Context: an optimization exercise on an open-source flow, tuned for small area, a short achievable clock period and few clock cycles. The choices shown serve that exercise and are no tape-out recipe. At most, simulation tests tie the RTL to the original design; equivalence was not proved. Power is estimated from default activity; no workload was simulated.

==> flow/design.v (excerpt) <==
module accum_top #(
  parameter int unsigned NumAcc = accum_pkg::NUM_ACC
) (
  input  logic                        clk_state,
  input  logic                        rst_ni,
  input  logic                        psel_i,
  input  logic                        penable_i,
  input  logic                        pwrite_i,
  input  logic [7:0]                  paddr_i,
  input  logic [31:0]                 pwdata_i,
  output logic [31:0]                 prdata_o,
  output logic                        pready_o,
  output logic                        pslverr_o,
  input  logic                        psum_valid_i,
  output logic                        psum_ready_o,
  input  logic [accum_pkg::ACC_W-1:0] psum_data_i,
  output logic                        out_valid_o,
  input  logic                        out_ready_i,
  output logic [accum_pkg::OUT_W-1:0] out_data_o,
  output logic                        done_o
);
  logic [15:0] len_q;
  logic [7:0]  scale_q;
  logic [7:0]  sm_q;          
  logic [7:0]  z_d;
  logic [4:0]  shift_q;
  logic [4:0]  shp1_q, shp2_q;  
  logic        mode_q;
  logic [3:0]  mode_c;        
  logic [3:0]  wsel_q;        
  logic        s_wr;
  assign pready_o = 1'b1;
  assign s_wr     = psel_i & ~penable_i & pwrite_i;
  always_ff @(posedge clk_state or negedge rst_ni) begin
    if (!rst_ni) begin
      wsel_q  <= '0;
      len_q   <= '0;
      scale_q <= '0;
      sm_q    <= '0;
      shift_q <= '0;
      mode_q  <= 1'b0;
      mode_c  <= '0;
    end else begin
      wsel_q <= {s_wr & (paddr_i == accum_pkg::REG_MODE),
                 s_wr & (paddr_i == accum_pkg::REG_SHIFT),
                 s_wr & (paddr_i == accum_pkg::REG_SCALE),
                 s_wr & (paddr_i == accum_pkg::REG_ACCUM_LEN)};
      if (wsel_q[0]) len_q   <= pwdata_i[15:0];
      if (wsel_q[1]) scale_q <= pwdata_i[7:0];
      sm_q   <= (wsel_q[1] ? pwdata_i[7:0] : scale_q) & {8{~z_d[0]}};
      if (wsel_q[2]) shift_q <= pwdata_i[4:0];
      if (wsel_q[3]) mode_q  <= pwdata_i[0];
      mode_c <= wsel_q[3] ? {4{pwdata_i[0]}} : {mode_q, mode_c[3:1]};
    end
  end
  logic        acc_q;         
  logic        pend_q;        
  logic        busy_q;        
  logic        done_q;
  logic        err_q;
  ...
==> flow/config.mk <==
export PLATFORM = sky130hd
export DESIGN_NAME = accum_top
export DESIGN_NICKNAME = accum_top
export VERILOG_FILES = /design/flow/design.v
export SDC_FILE = /design/flow/constraint.sdc
export NUM_CORES = 4
export LEC_CHECK = 0
export CAP_MARGIN = 20
export CORE_MARGIN = 2
export CORE_UTILIZATION = 60
export CTS_BUF_LIST = sky130_fd_sc_hd__clkbuf_8
export SETUP_SLACK_MARGIN = 5
export SLEW_MARGIN = 20
==> flow/constraint.sdc <==
create_clock -name core_clock -period 8.5 [get_ports {clk_state}]
set_input_delay 1.7000 -clock core_clock [delete_from_list [all_inputs] [get_ports {clk_state}]]
set_output_delay 1.7000 -clock core_clock [all_outputs]
set_load 0.01 [all_outputs]
standard.sh (not shown) runs the stock make flow with config.mk's settings and CLKGATE_MAP_FILE= SYNTH_SCRIPT=/design/flow/synth_recipe.tcl, a recipe that flattens the netlist after the stock synthesis.
==> flow/flow/run.sh <==
#!/bin/bash
# The standard layout, with clock tree synthesis told not to add dummy loads.
set -euo pipefail
bash standard.sh "CTS_ARGS=-sink_clustering_enable -repair_clock_nets -dont_use_dummy_load -buf_list sky130_fd_sc_hd__clkbuf_8" finish > standard.log 2>&1
The first run completed with no timing, DRC or antenna violations.
Testbench counts at the start, summed over its fixed seeds: cycles 7,496.
Next try:
Settings changed: CORE_UTILIZATION 60 to 70.
Total power stays flat.
Combinational power is higher by about 0.5%.
Via count goes up by about 2.8%.
Non-clock buffer count fell by 16.
Fmax climbs by about 2.7%.
Cell count is lower by 3.1%.
Flip-flop and latch count does not change.
Next try:
==> flow/run.sh (new file) <==
#!/bin/bash
# synth_recipe.tcl (not shown) runs the flow's synth.tcl, then flattens the netlist and writes it again
# the make line also repeats each setting of config.mk as NAME=value (left out here)
make -C /OpenROAD-flow-scripts/flow DESIGN_CONFIG=/design/flow/config.mk WORK_HOME=/design/flow/orfs CLKGATE_MAP_FILE= SYNTH_SCRIPT=/design/flow/synth_recipe.tcl finish
Settings changed: CORE_UTILIZATION 70 to 65.
removed: flow/flow/run.sh
removed: flow/standard.sh
What happened: Clock power grows by 34%; total power grows by 14%; die area grows by 7.5%; hold slack is better by 6.0 ps; sequential share of layout area shrinks by 1.1 points; synthesized area does not change.
Next try:
==> flow/flow/run.sh (new file) <==
#!/bin/bash
# The standard layout, with clock tree synthesis told not to add dummy loads.
set -euo pipefail
bash standard.sh "CTS_ARGS=-sink_clustering_enable -repair_clock_nets -dont_use_dummy_load -buf_list sky130_fd_sc_hd__clkbuf_8" finish > standard.log 2>&1
==> flow/standard.sh (new file) <==
#!/bin/bash
# synth_recipe.tcl (not shown) runs the flow's synth.tcl, then flattens the netlist and writes it again
# the make line also repeats each setting of config.mk as NAME=value (left out here)
make -C /OpenROAD-flow-scripts/flow DESIGN_CONFIG=/design/flow/config.mk WORK_HOME=/design/flow/orfs CLKGATE_MAP_FILE= SYNTH_SCRIPT=/design/flow/synth_recipe.tcl "${@:-finish}"
removed: flow/run.sh
=> The changed run passed the timing, design-rule and antenna checks. Worst hold slack is worse by 6.5 ps. Sequential share of layout area went up by 0.93 points. Worst setup slack gains 58 ps. First-iteration DRC count rose by 1.0%. Global-route usage came out lower by 0.36 points.

---

## JK
accum_top, a different RTL version from the one above (not shown whole).
Size in the first run: roughly 180 I/O pins, roughly 23000 sq um of cells after synthesis.
export LEC_CHECK = 0
export CAP_MARGIN = 20
export CORE_MARGIN = 2
export CORE_UTILIZATION = 70
export SETUP_SLACK_MARGIN = 5
export SLEW_MARGIN = 20
export TNS_END_PERCENT = 10
create_clock -name core_clock -period 8.5 [get_ports {clk_state}]
run.sh (not shown) runs the stock make flow with config.mk's settings and CLKGATE_MAP_FILE= SYNTH_SCRIPT=/design/flow/synth_recipe.tcl, a recipe that flattens the netlist after the stock synthesis.
Stock flow here: none of the scripts above is used.
JK reached the final stage; the timing, design-rule and antenna checks on its layout passed.
--- input diff JK..MS ---
- clearing TNS_END_PERCENT, which used to be 10
- swapping 70 for 60 in CORE_UTILIZATION
[summary]
- Looking at worst hold slack after final layout across both flows, MS is the stronger of the two, with JK trailing.
- JK → MS: final period demand of the worst path fell by 0.017 ns, non-clock buffer total of the final layout climbed 26.
- Looking at layout net count across MS and JK, the one that comes out higher is MS.
- Comparing MS and JK, number of cells traversed by the worst register-to-register path is lower on MS.
- Relative to JK, the maximum frequency measured on MS has increased slightly.
- For die area, dividing the value from MS by the value from JK gives 1.16.
- Power on MS is ahead of JK.
- From JK to MS the numbers moved as follows: count of clock-buffer cells in the layout higher; utilization of the core after routing dropped 9.9 points; final clock period utilization by the worst path saw a decrease.
The inputs of AL differ from those of MS as listed below.
- CORE_UTILIZATION now 70, was 60
## What came out
AL | stages: all done | timing, DRC, antenna: all pass
Compare AL and MS | part of the total power dissipated in the clock network lower: MS
A capturing instance or port of the critical path of out_data_o[27] is what MS shows, while out_data_o[32] belongs to AL.
Smallest setup slack after layout ends up lower on MS.
[compare] base=MS new=AL: fraction of area in clock buffers and inverters went up 0.26 points; clock network power rose by about 3%.
No run of this note included a check of the RTL's function; only the layout flow was run.

---

wip/quartz:
accum_top, a different RTL version from the one above (not shown whole).
Size: roughly 420 flip-flops, roughly 23000 µm² of cells after synthesis.
Settings: LEC_CHECK=0, CAP_MARGIN=20, CORE_MARGIN=2, CORE_UTILIZATION=70, CTS_BUF_LIST=sky130_fd_sc_hd__clkbuf_8, SETUP_SLACK_MARGIN=5, SLEW_MARGIN=20; clock period 8.5 ns.
Testbench counts of wip/quartz, summed over its fixed seeds: cycles 8,040.
Input changes introduced in wip/pepper (baseline for comparison: wip/quartz):
- CORE_UTILIZATION: 70 -> 65
--- outcome ---
The final layout from wip/pepper, which completed every stage, passed the timing, design-rule and antenna checks at the end of the flow. Every stage of the flow completed for wip/quartz, and the final layout passed the timing, design-rule and antenna checks. Comparing the two runs side by side, wip/pepper comes out ahead of wip/quartz on minimum clock period after layout. wip/pepper against wip/quartz; height of the chip is up by a few percent. Summary — power share of the combinational group, wip/pepper relative to wip/quartz: lower, by 0.2 points. Delta(total stage count of the critical path, wip/pepper - wip/quartz) < 0.
Inputs modified between wip/pepper and wip/lagoon:
==> flow/flow/run.sh (new file) <==
#!/bin/bash
# The standard layout, with clock tree synthesis told not to add dummy loads.
set -euo pipefail
bash standard.sh "CTS_ARGS=-sink_clustering_enable -repair_clock_nets -dont_use_dummy_load -buf_list sky130_fd_sc_hd__clkbuf_8" finish > standard.log 2>&1
==> flow/standard.sh (new file) <==
#!/bin/bash
# synth_recipe.tcl (not shown) runs the flow's synth.tcl, then flattens the netlist and writes it again
# the make line also repeats each setting of config.mk as NAME=value (left out here)
make -C /OpenROAD-flow-scripts/flow DESIGN_CONFIG=/design/flow/config.mk WORK_HOME=/design/flow/orfs CLKGATE_MAP_FILE= SYNTH_SCRIPT=/design/flow/synth_recipe.tcl "${@:-finish}"
removed: flow/run.sh
## What came out
In the flow results for wip/pepper and wip/lagoon, the final cycle utilization of the critical path is larger on wip/pepper. Comparing wip/pepper and wip/lagoon, final standard cell count with taps included and fillers excluded is higher on wip/pepper. On final routed wire length divided by cell count, wip/pepper and wip/lagoon are neck and neck. Of wip/pepper and wip/lagoon, wip/lagoon shows the lower number of antenna violations at the first check in global routing, with wip/pepper above it. Final hold slack, wip/pepper and wip/lagoon, higher one = wip/pepper. Against wip/pepper, wip/lagoon comes in 24 µV higher on maximum VDD drop. Where clock period minus worst slack is concerned, wip/pepper is outperformed by wip/lagoon. In the tables for wip/pepper and wip/lagoon, detailed-routing iteration count for the pre-antenna-repair pass reads higher with wip/lagoon. In wip/lagoon, the wire length after detailed routing came out 2.0% below the value in wip/pepper. Lower share of power burned in registers was reported by wip/pepper, not wip/lagoon.
Changes in wip/juniper relative to wip/lagoon:
- swapping 65 for 70 in CORE_UTILIZATION
- putting PLACE_DENSITY_LB_ADDON at 0.2 where nothing was set
==> flow/run.sh (new file) <==
#!/bin/bash
# synth_recipe.tcl (not shown) runs the flow's synth.tcl, then flattens the netlist and writes it again
# the make line also repeats each setting of config.mk as NAME=value (left out here)
make -C /OpenROAD-flow-scripts/flow DESIGN_CONFIG=/design/flow/config.mk WORK_HOME=/design/flow/orfs CLKGATE_MAP_FILE= SYNTH_SCRIPT=/design/flow/synth_recipe.tcl finish
removed: flow/flow/run.sh
removed: flow/standard.sh
==> summary.txt <==
Both conditions hold for wip/juniper: the flow ran to the end and the final layout passed the timing, design-rule and antenna checks. wip/juniper vs. wip/lagoon: net switching share of the total power saw an increase; cell count of the worst reg-to-reg path fell by 1; share of total power in combinational logic now sits lower; power grew by 11%; share of final layout cell area taken by non-clock buffers ~0 delta. Compared to wip/lagoon, wip/juniper has total die area 7.0% lower. Relative to wip/lagoon, the total stage count of the critical path of wip/juniper is higher by 1. Looking at placed wire-length estimate across both flows, wip/juniper is the stronger of the two, with wip/lagoon trailing. The register-to-register slack in wip/juniper was lower than what wip/lagoon gave.

## static timing again, ports no longer ideal
No port has a modelled driver above. Below, the same layouts with a new extraction and two added sets of constraints. Step 1, drivers: a clkbuf_16 drives clk_state and a buf_2 each remaining input, both assumed. Step 2 also shifts input and output timing later by t, the mid clock arrival at the registers, as if the neighbouring blocks saw the same clock. Three values: ideal, step 1, step 2; two values: the first two.
run | t, ns | slack for setup (ns) | worst data-port slew with drivers (ns)
the first run of note 1 | 0.639 | 4.827 / 4.848 / 4.209 | 0.05
the second run of note 1 | 0.640 | 4.924 / 4.874 / 4.371 | 0.06
the third run of note 1 | 0.679 | 4.892 / 4.843 / 4.429 | 0.05
the fourth run of note 1 | 0.648 | 4.950 / 4.900 / 4.451 | 0.05
JK | 0.595 | 4.740 / 4.687 / 4.287 | 0.05
MS | 0.622 | 4.756 / 4.701 / 4.476 | 0.06
AL | 0.593 | 4.845 / 4.793 / 4.477 | 0.05
wip/quartz | 0.685 | 4.877 / 4.829 / 4.383 | 0.07
wip/pepper | 0.657 | 4.968 / 4.916 / 4.448 | 0.05
wip/lagoon | 0.602 | 5.002 / 4.954 / 4.488 | 0.05
wip/juniper | 0.651 | 4.923 / 4.877 / 4.431 | 0.11
After both steps every run listed still meets setup and hold. The setup slack of the first run of note 1, which loses most, moves by +0.021 ns with the drivers and by -0.618 ns with both steps.
